From an optimization exercise on the open Yosys and OpenROAD flow, aimed at small area, a short achievable clock period and few clock cycles; shortcuts taken in it are not production practice.
Only simulation tests tie the RTL to the original design; equivalence was not proved.
Power and IR drop assume default switching activity.

==> flow/design.v <==
`default_nettype none
package friet_pkg;
    parameter int block_width = 128;
    parameter int lane_width = 32;
    typedef logic [block_width-1:0] block_t;
    typedef enum logic [3:0] {
        inst_load_key = 4'd1,
        inst_encrypt  = 4'd2,
        inst_decrypt  = 4'd3,
        inst_tag      = 4'd4,
        inst_verify   = 4'd5
    } inst_t;
    typedef enum logic [1:0] {
        core_load    = 2'd0,
        core_encrypt = 2'd1,
        core_decrypt = 2'd2,
        core_squeeze = 2'd3
    } core_oper_t;
    parameter logic [2:0] verdict_fixed_bits = 3'b111;
endpackage
`default_nettype wire
`timescale 1ns/10ps
`default_nettype none
module friet_stream_top #(
    parameter int DIN_DOUT_WIDTH = 32
) (
    input  wire                        clk,
    input  wire                        reg_compare_tag_rst,
    input  wire friet_pkg::inst_t      inst,
    input  wire                        inst_valid,
    output logic                       inst_ready,
    input  wire [DIN_DOUT_WIDTH-1:0]   din,
    input  wire                        din_last,
    input  wire                        din_valid,
    output logic                       din_ready,
    output logic [DIN_DOUT_WIDTH-1:0]  dout,
    output logic                       dout_last,
    output logic                       dout_valid,
    input  wire                        dout_ready
);
    localparam int W = DIN_DOUT_WIDTH;
    localparam int LD = 0;
    localparam int EN = 1;
    localparam int DE = 2;
    localparam int TG = 3;
    localparam int VF = 4;
    logic [W-1:0] lane [0:3];
    logic [3:0] p, p_n;          
    logic [3:0] rsel, rsel_n;    
    logic [1:0] wcnt, wcnt_n;
    logic zero, zero_n;          
    logic [4:0] op, op_n;        
    logic [4:0] pend, pend_n;    
    logic [4:0] dec;
    logic iready, iready_n;
    logic vlast, vlast_n;        
    logic diff;                  
    logic [W-1:0] o0_d, o1_d;
    logic o0_l, o1_l;
    logic o0_v, o0_v_n;
    logic o1_v, o1_v_n;
    logic drdy, drdy_n;          
    logic qstep, qstep_n;        
    logic dmask, dmask_n;        
    logic [W-1:0] rd;
    logic [W-1:0] x;
    logic [W-1:0] res;
    logic res_l;
    logic [W-1:0] wdata;
    logic step;
    logic enq;
    logic deq;
    logic fin;
    logic free;
    logic blk_end;
    logic wr;
    logic inst_hs;
    always_comb begin
        rd = '0;
        for (int i = 0; i < 4; i++) begin
            rd = rd | (lane[i] & {W{rsel[i]}});
        end
    end
    assign x = rd ^ (din & {W{dmask}});
    assign res = x | {{(W-4){1'b0}}, {3{vlast}}, vlast & diff};
    assign res_l = vlast | (op[TG] & (wcnt == 2'd3)) | ((op[EN] | op[DE]) & din_last);
    assign wdata = din ^ (rd & {W{op[EN]}});
    assign inst_ready = iready;
    assign din_ready = drdy;
    assign dout = o0_d;
    assign dout_last = o0_l;
    assign dout_valid = o0_v;
    assign step = qstep | (din_valid & drdy);
    assign enq = step & (op[EN] | op[DE] | op[TG] | vlast);
    assign deq = o0_v & dout_ready;
    assign blk_end = step & (wcnt == 2'd3);
    assign fin = vlast ? step : (op[TG] ? blk_end : (step & ~op[VF] & din_last));
    assign free = ~(|op) | fin;
    assign wr = op[LD] | op[EN] | op[DE];
    assign inst_hs = inst_valid & iready;
    always_comb begin
        dec = '0;
        case (inst)
            friet_pkg::inst_load_key: dec[LD] = 1'b1;
            friet_pkg::inst_encrypt:  dec[EN] = 1'b1;
            friet_pkg::inst_decrypt:  dec[DE] = 1'b1;
            friet_pkg::inst_tag:      dec[TG] = 1'b1;
            friet_pkg::inst_verify:   dec[VF] = 1'b1;
            default:                  dec = '0;
        endcase
    end
    always_comb begin
        op_n = op;
        pend_n = pend;
        if (free) begin
            pend_n = '0;
            if (!iready) op_n = pend;
            else if (inst_hs) op_n = dec;
            else op_n = '0;
        end else if (inst_hs) begin
            pend_n = dec;
        end
        p_n = p;
        wcnt_n = wcnt;
        zero_n = zero;
        vlast_n = vlast;
        if (step && !vlast) begin
            wcnt_n = wcnt + 2'd1;
            if (blk_end && (op[EN] || op[DE])) p_n = {p[1:0], p[3:2]};
            else p_n = {p[2:0], p[3]};
            if (blk_end && wr) zero_n = 1'b0;
            if (blk_end && op[VF]) vlast_n = 1'b1;
        end
        if (step && vlast) vlast_n = 1'b0;
        if (deq) o0_v_n = o1_v | enq;
        else o0_v_n = o0_v | enq;
        o1_v_n = o1_v ? ~deq : (enq & o0_v & ~deq);
        if (reg_compare_tag_rst) begin
            op_n = '0;
            pend_n = '0;
            p_n = 4'b0001;
            wcnt_n = 2'd0;
            zero_n = 1'b1;
            vlast_n = 1'b0;
            o0_v_n = 1'b0;
            o1_v_n = 1'b0;
        end
        iready_n = ~(|pend_n);
        rsel_n = p_n & {4{~(zero_n | vlast_n)}};
        dmask_n = (op_n[EN] | op_n[DE] | op_n[VF]) & ~vlast_n;
        drdy_n = op_n[LD] | (op_n[VF] & ~vlast_n) | ((op_n[EN] | op_n[DE]) & ~o1_v_n);
        qstep_n = (op_n[TG] | vlast_n) & ~o1_v_n;
    end
    always_ff @(posedge clk) begin
        op <= op_n;
        pend <= pend_n;
        iready <= iready_n;
        p <= p_n;
        wcnt <= wcnt_n;
        zero <= zero_n;
        vlast <= vlast_n;
        o0_v <= o0_v_n;
        o1_v <= o1_v_n;
        rsel <= rsel_n;
        dmask <= dmask_n;
        drdy <= drdy_n;
        qstep <= qstep_n;
    end
    always_ff @(posedge clk) begin
        if (step && op[VF] && !vlast) begin
            diff <= ((wcnt != 2'd0) & diff) | (|x);
        end
    end
    always_ff @(posedge clk) begin
        for (int i = 0; i < 4; i++) begin
            if (step && wr && p[i]) lane[i] <= wdata;
        end
    end
    always_ff @(posedge clk) begin
        if (!o0_v || dout_ready) begin
            o0_d <= o1_v ? o1_d : res;
            o0_l <= o1_v ? o1_l : res_l;
        end
        if (!o1_v) begin
            o1_d <= res;
            o1_l <= res_l;
        end
    end
endmodule
`default_nettype wire
Settings: LEC_CHECK=0, ABC_AREA=1, CAP_MARGIN=20, CORE_MARGIN=2, CORE_UTILIZATION=40, CTS_BUF_LIST=sky130_fd_sc_hd__clkbuf_8 sky130_fd_sc_hd__clkbuf_16, CTS_CLUSTER_DIAMETER=100, CTS_CLUSTER_SIZE=30, SETUP_SLACK_MARGIN=3.8, SLEW_MARGIN=20; clock period 6.0 ns.
standard.sh (not shown) runs the stock make flow with config.mk's settings and CLKGATE_MAP_FILE= SYNTH_SCRIPT=/design/flow/synth_recipe.tcl, a recipe that flattens the netlist after the stock synthesis.
==> flow/flow/run.sh <==
#!/bin/bash
# The standard layout, with plain buffers (not delay cells) on the ports.
set -euo pipefail
bash standard.sh "BUFFER_PORTS_ARGS=-buffer_cell sky130_fd_sc_hd__buf_1" finish > standard.log 2>&1
Testbench counts at the start, summed over its fixed seeds: cycles 15,718.
==> next run, changes <==
--- a/flow/design.v
+++ b/flow/design.v
@@ -62,6 +62,7 @@
     logic drdy, drdy_n;          
     logic qstep, qstep_n;        
     logic dmask, dmask_n;        
+    logic [3:0] wep, wep_n;      
     logic [W-1:0] rd;
     logic [W-1:0] x;
     logic [W-1:0] res;
@@ -150,6 +151,7 @@
         dmask_n = (op_n[EN] | op_n[DE] | op_n[VF]) & ~vlast_n;
         drdy_n = op_n[LD] | (op_n[VF] & ~vlast_n) | ((op_n[EN] | op_n[DE]) & ~o1_v_n);
         qstep_n = (op_n[TG] | vlast_n) & ~o1_v_n;
+        wep_n = p_n & {4{drdy_n & (op_n[LD] | op_n[EN] | op_n[DE])}};
     end
     always_ff @(posedge clk) begin
         op <= op_n;
@@ -165,6 +167,7 @@
         dmask <= dmask_n;
         drdy <= drdy_n;
         qstep <= qstep_n;
+        wep <= wep_n;
     end
     always_ff @(posedge clk) begin
         if (step && op[VF] && !vlast) begin
@@ -173,7 +176,7 @@
     end
     always_ff @(posedge clk) begin
         for (int i = 0; i < 4; i++) begin
-            if (step && wr && p[i]) lane[i] <= wdata;
+            if (din_valid && wep[i]) lane[i] <= wdata;
         end
     end
     always_ff @(posedge clk) begin
Result: Synthesized area falls by 0.48%; maximum frequency went up by 9.2%; first-iteration DRC count decreases by 0.82%; synthesized cell count fell by 5.2%; design area goes down by 0.99%; wire length grows by 0.80%; die area goes down by 0.47%; sequential share of layout area increases by 1.4 points; sequential power is about the same; clock power went down by about 1%; core utilization falls by 0.31 points; worst hold slack stays flat; flip-flop and latch count grows by 4; cell count decreases by 5.4%.
Testbench counts after the change, summed over its fixed seeds: cycles 15,718.

==> port drivers added, routing unchanged <==
The results above use ideal ports. As a check the final layouts listed here were re-extracted and re-timed, cells and wires unchanged. Step 1 (the two cells are an assumption about what drives the block):
set clk [get_ports {clk}]
set_driving_cell -lib_cell sky130_fd_sc_hd__clkbuf_16 $clk
set_driving_cell -lib_cell sky130_fd_sc_hd__buf_2 [delete_from_list [all_inputs] $clk]
Step 2 also shifts input and output timing later by t, the mid clock arrival at the registers, as if the neighbouring blocks saw the same clock. Three values: ideal ports, drivers, drivers and shift; two values: the first two.
run	shift t [ns]	setup slack, ns	worst data-port slew with drivers (ns)
the first run	0.510	3.609 / 3.627 / 3.117	0.07
the second run	0.506	3.811 / 3.766 / 3.463	0.06
After both steps setup and hold are still met in every run listed. The setup slack of the first run, which loses most, moves by +0.018 ns with the drivers and by -0.492 ns with both steps.
